From an optimization exercise on the open Yosys and OpenROAD flow, aimed at small area; shortcuts taken in it are not production practice.
In this exercise RTL edits were held to simulation tests only and were not proved equivalent to the original.

## run 1
==> flow/design.v <==
package gpio_pkg;
   localparam int IO_NUM     = 32;
   localparam int APB_WIDTH  = 32;
   localparam int ADDR_WIDTH = 8;
endpackage
module gpio_top(
   input  logic                             PCLK,
   input  logic                             aresetn,
   input  logic                             psel_i,
   input  logic                             penable_i,
   input  logic                             pwrite_i,
   input  logic [gpio_pkg::ADDR_WIDTH-1:0]  paddr_i,
   input  logic [gpio_pkg::APB_WIDTH-1:0]   pwdata_i,
   output logic [gpio_pkg::APB_WIDTH-1:0]   prdata_o,
   output logic                             pready_o,
   output logic                             pslverr_o,
   input  logic [gpio_pkg::IO_NUM-1:0]      gpio_in_i,
   output logic [gpio_pkg::IO_NUM-1:0]      gpio_out_o,
   output logic [gpio_pkg::IO_NUM-1:0]      gpio_oe_o,
   output logic [gpio_pkg::IO_NUM-1:0]      int_o,
   output logic                             int_or_o
);
   logic [31:0] out_en, in_en, oe, int_en, spare;
   logic [31:0] tx, ty, tz;
   logic [31:0] gpout;
   logic [31:0] sync1, sync2, dly;
   logic [31:0] pos, neg;       
   logic [31:0] status;
   logic        wr;
   logic [31:0] sel;           
   logic        cfg_hit, hit80, hit90, hitA0, clr_we;
   logic [31:0] nclr;
   logic [2:0]  wtype, rtype;
   logic [7:0]  rcfg;
   logic [10:0][7:0] rgrp;
   assign pready_o  = 1'b1;
   assign pslverr_o = 1'b0;
   assign wr      = psel_i & penable_i & pwrite_i;
   assign cfg_hit = ~paddr_i[7];
   assign hit80   = paddr_i == 8'h80;
   assign hit90   = paddr_i == 8'h90;
   assign hitA0   = paddr_i == 8'hA0;
   assign clr_we  = wr & hit80;
   always_comb
      for (int i = 0; i < 32; i++)
         sel[i] = paddr_i[6:2] == 5'(i);
   always_comb
      if (!pwdata_i[3])
         wtype = pwdata_i[7:5];
      else
         case (pwdata_i[7:5])
            3'd0: wtype = 3'b100;
            3'd1: wtype = 3'b110;
            3'd2: wtype = 3'b010;
            3'd3: wtype = 3'b001;
            3'd4: wtype = 3'b011;
            3'd5: wtype = 3'b000;
            3'd6: wtype = 3'b101;
            default: wtype = 3'b111;
         endcase
   always_ff @(posedge PCLK or negedge aresetn)
      if (!aresetn)
      begin
         out_en <= '0; in_en <= '0; oe <= '0; int_en <= '0; spare <= '0;
         tx <= '0; ty <= '0; tz <= '0;
      end
      else
         for (int i = 0; i < 32; i++)
            if (wr && cfg_hit && sel[i])
            begin
               out_en[i] <= pwdata_i[0];
               in_en[i]  <= pwdata_i[1];
               oe[i]     <= pwdata_i[2];
               int_en[i] <= pwdata_i[3];
               spare[i]  <= pwdata_i[4];
               tx[i]     <= wtype[2];
               ty[i]     <= wtype[1];
               tz[i]     <= wtype[0];
            end
   always_ff @(posedge PCLK or negedge aresetn)
      if (!aresetn)
         gpout <= '0;
      else if (wr && hitA0)
         gpout <= pwdata_i;
   assign gpio_out_o = gpout & out_en;
   assign gpio_oe_o  = out_en & oe;
   assign nclr = ~({32{clr_we}} & pwdata_i);
   always_ff @(posedge PCLK or negedge aresetn)
      if (!aresetn)
      begin
         sync1 <= '0; sync2 <= '0;
         status <= '0;
      end
      else
      begin
         sync1  <= gpio_in_i;
         sync2  <= sync1;
         status <= clr_we ? (status & ~pwdata_i) : int_o;
      end
   always_ff @(posedge PCLK)
   begin
      dly <= sync2;
      pos <= int_en & ((sync2 & ~dly) | (pos & nclr));
      neg <= int_en & ((~sync2 & dly) | (neg & nclr));
   end
   assign int_o    = int_en & ((tx & ~tz & (dly ^ ty)) | (~tx & ((ty & pos) | (tz & neg))));
   assign int_or_o = |int_o;
   always_comb
   begin
      for (int k = 0; k < 11; k++)
      begin
         rgrp[k] = '0;
         for (int j = 0; j < 3; j++)
            if (3*k + j < 32)
               rgrp[k] = rgrp[k] | ({8{sel[3*k+j]}} &
                  {tx[3*k+j], ty[3*k+j], tz[3*k+j], spare[3*k+j],
                   int_en[3*k+j], oe[3*k+j], in_en[3*k+j], out_en[3*k+j]});
      end
      rcfg = ((rgrp[0] | rgrp[1] | rgrp[2] | rgrp[3]) |
              (rgrp[4] | rgrp[5] | rgrp[6] | rgrp[7])) |
             (rgrp[8] | rgrp[9] | rgrp[10]);
   end
   always_comb
      if (!rcfg[3])
         rtype = rcfg[7:5];
      else
         case (rcfg[7:5])
            3'b100: rtype = 3'd0;
            3'b110: rtype = 3'd1;
            3'b010: rtype = 3'd2;
            3'b001: rtype = 3'd3;
            3'b011: rtype = 3'd4;
            3'b000: rtype = 3'd5;
            3'b101: rtype = 3'd6;
            default: rtype = 3'd7;
         endcase
   assign prdata_o = ({32{cfg_hit}} & {24'd0, rtype, rcfg[4:0]}) |
                     ({32{hit80}} & status) |
                     ({32{hit90}} & dly & in_en) |
                     ({32{hitA0}} & gpout);
endmodule
clock: 7.0 ns
lec_check: 0
abc_area: 1
cap_margin: 20
core_margin: 2
core_utilization: 65
slew_margin: 20
standard.sh (not shown) runs the stock make flow with config.mk's settings and CLKGATE_MAP_FILE= SYNTH_SCRIPT=/design/flow/synth_recipe.tcl, a recipe that flattens the netlist after the stock synthesis.
==> flow/flow/run.sh <==
#!/bin/bash
# Own layout flow. Synthesis: the standard synthesis, plus area-mapped
# netlists with the same flip-flops (same instances, names and cells), made
# with a few area-oriented ABC scripts (step 2). In each, every enable mux (a
# flip-flop's output fed back through a 2:1 mux) is then built as nor2 + a21oi.
# Of the netlists whose flip-flops match the standard synthesis's, the six
# smallest are placed, and the one that places smallest is laid out with the standard layout, with port
# buffers of the smallest buffer cell, a smaller clock tree and smaller repair
# buffers. Each tool's output goes to its own log in this folder.
set -euo pipefail
W=$PWD
R=$W/orfs/results/$FLOW_PLATFORM/gpio_top/base
LIB=$FLOW_HOME/platforms/$FLOW_PLATFORM/lib/sky130_fd_sc_hd__tt_025C_1v80.lib
YOSYS=$FLOW_HOME/../tools/install/yosys/bin/yosys

# 1. standard synthesis
bash standard.sh synth > synth.log 2>&1
cp "$R/1_2_yosys.v" std_1_2_yosys.v
python3 flow/flops.py std_1_2_yosys.v > flops_std.txt

area() {  # netlist -> cell area
  sed -e "s#@LIB@#$LIB#g" -e "s#@NET@#$1#" -e "s#@TOP@#$FLOW_TOP#" -e "s#@OUT@#$1.stat#" flow/area.ys > "$1.area.ys"
  "$YOSYS" -q -s "$1.area.ys" > "$1.area.log" 2>&1
  awk '/Chip area/ {print $NF}' "$1.stat"
}

# 2. candidates: for each area-oriented ABC script flow/abc_N.script,
#   a) ORFS's synthesis script with that ABC script in place of the standard one,
#   b) the standard netlist's combinational logic re-mapped with it;
# each followed by the enable-mux rewrite.
sed -e "s#source \$::env(SCRIPTS_DIR)/synth.tcl#source $W/synth_mod.tcl#" synth_recipe.tcl > my_synth.tcl
grep -q synth_mod my_synth.tcl
DU=$(sed -n '/DONT_USE_CELLS += /,/^#/p' "$FLOW_HOME/platforms/$FLOW_PLATFORM/config.mk" \
     | grep -o 'sky130_fd_sc_hd__[a-z0-9_]*' | sed 's/^/-dont_use /' | tr '\n' ' ')
CAND=""
for S in flow/abc_*.script; do
  k=$(basename "$S" .script)
  O=$W/orfs_$k
  mkdir -p "$O/results/$FLOW_PLATFORM/gpio_top/base"
  cp -p "$R"/1_1_yosys_canonicalize.rtlil "$O/results/$FLOW_PLATFORM/gpio_top/base/"
  cp -rp orfs/objects "$O/" 2>/dev/null || true
  sed -e "s#log_cmd abc {\*}\$abc_args#log_cmd abc {*}[lreplace \$abc_args 1 1 $W/$S]#" \
      "$FLOW_HOME/scripts/synth.tcl" > "synth_mod_$k.tcl"
  grep -q "lreplace" "synth_mod_$k.tcl"
  sed -e "s#synth_mod.tcl#synth_mod_$k.tcl#" my_synth.tcl > "my_synth_$k.tcl"
  sed -n '/^make /p' standard.sh | sed -e "s#WORK_HOME=[^ ]*#WORK_HOME=$O#" \
      -e "s#SYNTH_SCRIPT=[^ ]*#SYNTH_SCRIPT=$W/my_synth_$k.tcl#" -e 's#"${@:-finish}"#do-yosys#' > "my_synth_$k.sh"
  if bash "my_synth_$k.sh" > "my_synth_$k.log" 2>&1; then
    python3 flow/muxfb.py "$O/results/$FLOW_PLATFORM/gpio_top/base/1_2_yosys.v" "cand_a_$k.v" > "muxfb_a_$k.log" 2>&1 \
      && CAND="$CAND cand_a_$k.v"
  fi
  sed -e "s#@LIB@#$LIB#g" -e "s#@DU@#$DU#" -e "s#@TOP@#$FLOW_TOP#g" -e "s#@SCRIPT@#$W/$S#" \
      -e "s#resyn_out.v#resyn_out_$k.v#" -e "s#resyn_before.txt#resyn_before_$k.txt#" \
      -e "s#resyn_after.txt#resyn_after_$k.txt#" flow/resyn.ys > "resyn_$k.ys"
  if "$YOSYS" -s "resyn_$k.ys" > "resyn_$k.log" 2>&1; then
    python3 flow/muxfb.py "resyn_out_$k.v" "cand_b_$k.v" > "muxfb_b_$k.log" 2>&1 && CAND="$CAND cand_b_$k.v"
  fi
done

# keep the candidates that keep the standard flip-flops, by cell area
: > cand_ok.txt
for c in $CAND; do
  python3 flow/flops.py "$c" > "flops_$c.txt"
  if cmp -s flops_std.txt "flops_$c.txt"; then
    a=$(area "$c")
    echo "$c $a" >> candidates.txt
    echo "$a $c" >> cand_ok.txt
  else
    echo "$c flip-flops differ from the standard synthesis" >> candidates.txt
  fi
done

# layout settings (used by the trial placements below and the final layout)
export BUFFER_PORTS_ARGS="-buffer_cell sky130_fd_sc_hd__buf_1"
# clock tree: sink clusters of ten and no dummy loads
export CTS_ARGS="-sink_clustering_enable -repair_clock_nets -dont_use_dummy_load -buf_list sky130_fd_sc_hd__clkbuf_4 -sink_clustering_size 10 -sink_clustering_max_diameter 40"
# keep the placement-time repair from picking the largest buffers
export PRE_GLOBAL_PLACE_TCL=$W/flow/dontbig.tcl
export PRE_RESIZE_TCL=$W/flow/dontbig.tcl

# place the six smallest candidates (with placement's repair) and keep the
# one whose placed cells take the least area
BEST=std_1_2_yosys.v
BESTA=
i=0
for c in $(sort -n cand_ok.txt | head -6 | awk '{print $2}'); do
  i=$((i+1))
  O=$W/orfs_place$i
  rm -rf "$O"
  cp -rp orfs "$O"
  cp "$c" "$O/results/$FLOW_PLATFORM/gpio_top/base/1_2_yosys.v"
  sed -n '/^make /p' standard.sh | sed -e "s#WORK_HOME=[^ ]*#WORK_HOME=$O#" \
      -e 's#"${@:-finish}"#place#' > "place_$i.sh"
  if bash "place_$i.sh" > "place_$i.log" 2>&1; then
    a=$(ODB="$O/results/$FLOW_PLATFORM/gpio_top/base/3_place.odb" openroad -no_init -exit flow/placearea.tcl 2> "placearea_$i.log" \
        | awk '/PLACEAREA/ {print $2}')
    echo "placed $c $a" >> candidates.txt
    if [[ -n "$a" ]] && { [[ -z "$BESTA" ]] || awk -v a="$a" -v b="$BESTA" 'BEGIN {exit !(a < b)}'; }; then
      BEST=$c; BESTA=$a
    fi
  fi
done
if [[ -z "$BESTA" ]]; then
  BEST=$(sort -n cand_ok.txt | head -1 | awk '{print $2}')
  [[ -n "$BEST" ]] || BEST=std_1_2_yosys.v
fi
echo "chosen $BEST $BESTA" >> candidates.txt
cp "$BEST" "$R/1_2_yosys.v"

# 3. the standard layout from the chosen netlist
bash standard.sh finish > layout.log 2>&1
==> flow/flow/placearea.tcl <==
read_db $::env(ODB)
set a 0
foreach inst [[ord::get_db_block] getInsts] {
  set m [$inst getMaster]
  set n [$m getName]
  if {[regexp {tapvpwrvgnd|fill_|decap|diode} $n]} continue
  set a [expr {$a + [$m getWidth]*[$m getHeight]/1e6}]
}
puts "PLACEAREA $a"
Other scripts of this flow, unchanged in this note and not shown: flow/flow/abc_1.script, flow/flow/abc_2.script, flow/flow/abc_3.script, flow/flow/abc_4.script, flow/flow/area.ys, flow/flow/dontbig.tcl, flow/flow/flops.py, flow/flow/muxfb.py, flow/flow/resyn.ys
Run 1 completed every stage of the flow, and the final layout passed the timing, DRC and antenna checks.
#### Input delta (run 2 over run 1)
diff --git a/flow/flow/run.sh b/flow/flow/run.sh
--- a/flow/flow/run.sh
+++ b/flow/flow/run.sh
@@ -5,3 +5,3 @@
 # flip-flop's output fed back through a 2:1 mux) is then built as nor2 + a21oi.
-# Of the netlists whose flip-flops match the standard synthesis's, the six
+# Of the netlists whose flip-flops match the standard synthesis's, the three
 # smallest are placed, and the one that places smallest is laid out with the standard layout, with port
@@ -80,3 +80,3 @@
 
-# place the six smallest candidates (with placement's repair) and keep the
+# place the three smallest candidates (with placement's repair) and keep the
 # one whose placed cells take the least area
@@ -85,3 +85,3 @@
 i=0
-for c in $(sort -n cand_ok.txt | head -6 | awk '{print $2}'); do
+for c in $(sort -n cand_ok.txt | head -3 | awk '{print $2}'); do
   i=$((i+1))
--- outcome ---
Clock network contribution to total cell area: run 1 vs run 2 identical. Run 2 -> run 1: met2 routed wirelength delta 0, exact match. Re critical path depth: no difference whatsoever between run 1 and run 2. Compared with run 1, in run 2 post-route clock period utilization saw little to no change; via count saw little to no change; number of clock-tree buffers in the layout saw little to no change; register fraction of the total cell area saw little to no change; total clock buffers created by CTS saw little to no change. Diff run 1..run 2 | cell total after placement | negligible. Die area delta (run 1 -> run 2): insignificant.
## Diff of input files: run 3 against run 2
diff --git a/flow/flow/run.sh b/flow/flow/run.sh
--- a/flow/flow/run.sh
+++ b/flow/flow/run.sh
@@ -5,4 +5,4 @@
 # flip-flop's output fed back through a 2:1 mux) is then built as nor2 + a21oi.
-# Of the netlists whose flip-flops match the standard synthesis's, the three
-# smallest are placed, and the one that places smallest is laid out with the standard layout, with port
+# The smallest netlist whose flip-flops match the
+# standard synthesis's is laid out with the standard layout, with port
 # buffers of the smallest buffer cell, a smaller clock tree and smaller repair
@@ -59,4 +59,5 @@
 
-# keep the candidates that keep the standard flip-flops, by cell area
-: > cand_ok.txt
+# pick the smallest candidate that keeps the standard flip-flops
+BEST=std_1_2_yosys.v
+BESTA=$(area std_1_2_yosys.v)
 for c in $CAND; do
@@ -66,3 +67,3 @@
     echo "$c $a" >> candidates.txt
-    echo "$a $c" >> cand_ok.txt
+    if awk -v a="$a" -v b="$BESTA" 'BEGIN {exit !(a < b)}'; then BEST=$c; BESTA=$a; fi
   else
@@ -71,4 +72,6 @@
 done
+echo "chosen $BEST $BESTA" >> candidates.txt
+cp "$BEST" "$R/1_2_yosys.v"
 
-# layout settings (used by the trial placements below and the final layout)
+# 3. the standard layout from the chosen netlist
 export BUFFER_PORTS_ARGS="-buffer_cell sky130_fd_sc_hd__buf_1"
@@ -79,33 +82,2 @@
 export PRE_RESIZE_TCL=$W/flow/dontbig.tcl
-
-# place the three smallest candidates (with placement's repair) and keep the
-# one whose placed cells take the least area
-BEST=std_1_2_yosys.v
-BESTA=
-i=0
-for c in $(sort -n cand_ok.txt | head -3 | awk '{print $2}'); do
-  i=$((i+1))
-  O=$W/orfs_place$i
-  rm -rf "$O"
-  cp -rp orfs "$O"
-  cp "$c" "$O/results/$FLOW_PLATFORM/gpio_top/base/1_2_yosys.v"
-  sed -n '/^make /p' standard.sh | sed -e "s#WORK_HOME=[^ ]*#WORK_HOME=$O#" \
-      -e 's#"${@:-finish}"#place#' > "place_$i.sh"
-  if bash "place_$i.sh" > "place_$i.log" 2>&1; then
-    a=$(ODB="$O/results/$FLOW_PLATFORM/gpio_top/base/3_place.odb" openroad -no_init -exit flow/placearea.tcl 2> "placearea_$i.log" \
-        | awk '/PLACEAREA/ {print $2}')
-    echo "placed $c $a" >> candidates.txt
-    if [[ -n "$a" ]] && { [[ -z "$BESTA" ]] || awk -v a="$a" -v b="$BESTA" 'BEGIN {exit !(a < b)}'; }; then
-      BEST=$c; BESTA=$a
-    fi
-  fi
-done
-if [[ -z "$BESTA" ]]; then
-  BEST=$(sort -n cand_ok.txt | head -1 | awk '{print $2}')
-  [[ -n "$BEST" ]] || BEST=std_1_2_yosys.v
-fi
-echo "chosen $BEST $BESTA" >> candidates.txt
-cp "$BEST" "$R/1_2_yosys.v"
-
-# 3. the standard layout from the chosen netlist
 bash standard.sh finish > layout.log 2>&1
removed: flow/flow/placearea.tcl
Results
From run 2 to run 3, number of buffers inserted during clock tree synthesis did not move at all.
[compare] base=run 2 new=run 3: die area level, minimum setup slack after placement closely matched the old numbers, share of the final layout cell area in sequential cells closely matched the old numbers.
Routing usage on met2: run 3 vs run 2 identical
Run 3 finished every stage and its layout cleared the timing, DRC and antenna checks.
Reported for run 2 and run 3, final worst-path setup slack turned out identical to the last digit.

==> static timing again, ports no longer ideal <==
The flow's constraints put no driver on any port. The routed layouts listed below were extracted and timed again, unchanged, in two steps.
Step 1, drivers: a clkbuf_16 drives PCLK and a buf_2 each remaining input, both assumed.
Step 2 adds t to the input delays and takes it off the output delays; t is the mean of the earliest and latest rising clock arrival at the registers after step 1. Input paths then give back, and output paths get back, about the clock's delay inside the block.
a / b / c = ideal ports / drivers / drivers and shift; a / b = the first two.
run | t (ns) | setup slack, ns | hold WS [ns] | cell pins on the clock port's net
run 1 | 0.784 | 0.789 / 0.733 / 0.733 | 0.330 / 0.330 / 0.330 | 1
run 2 | 0.784 | 0.789 / 0.733 / 0.733 | 0.330 / 0.330 / 0.330 | 1
run 3 | 0.784 | 0.789 / 0.733 / 0.733 | 0.330 / 0.330 / 0.330 | 1
After both steps setup and hold are still met in every run listed.
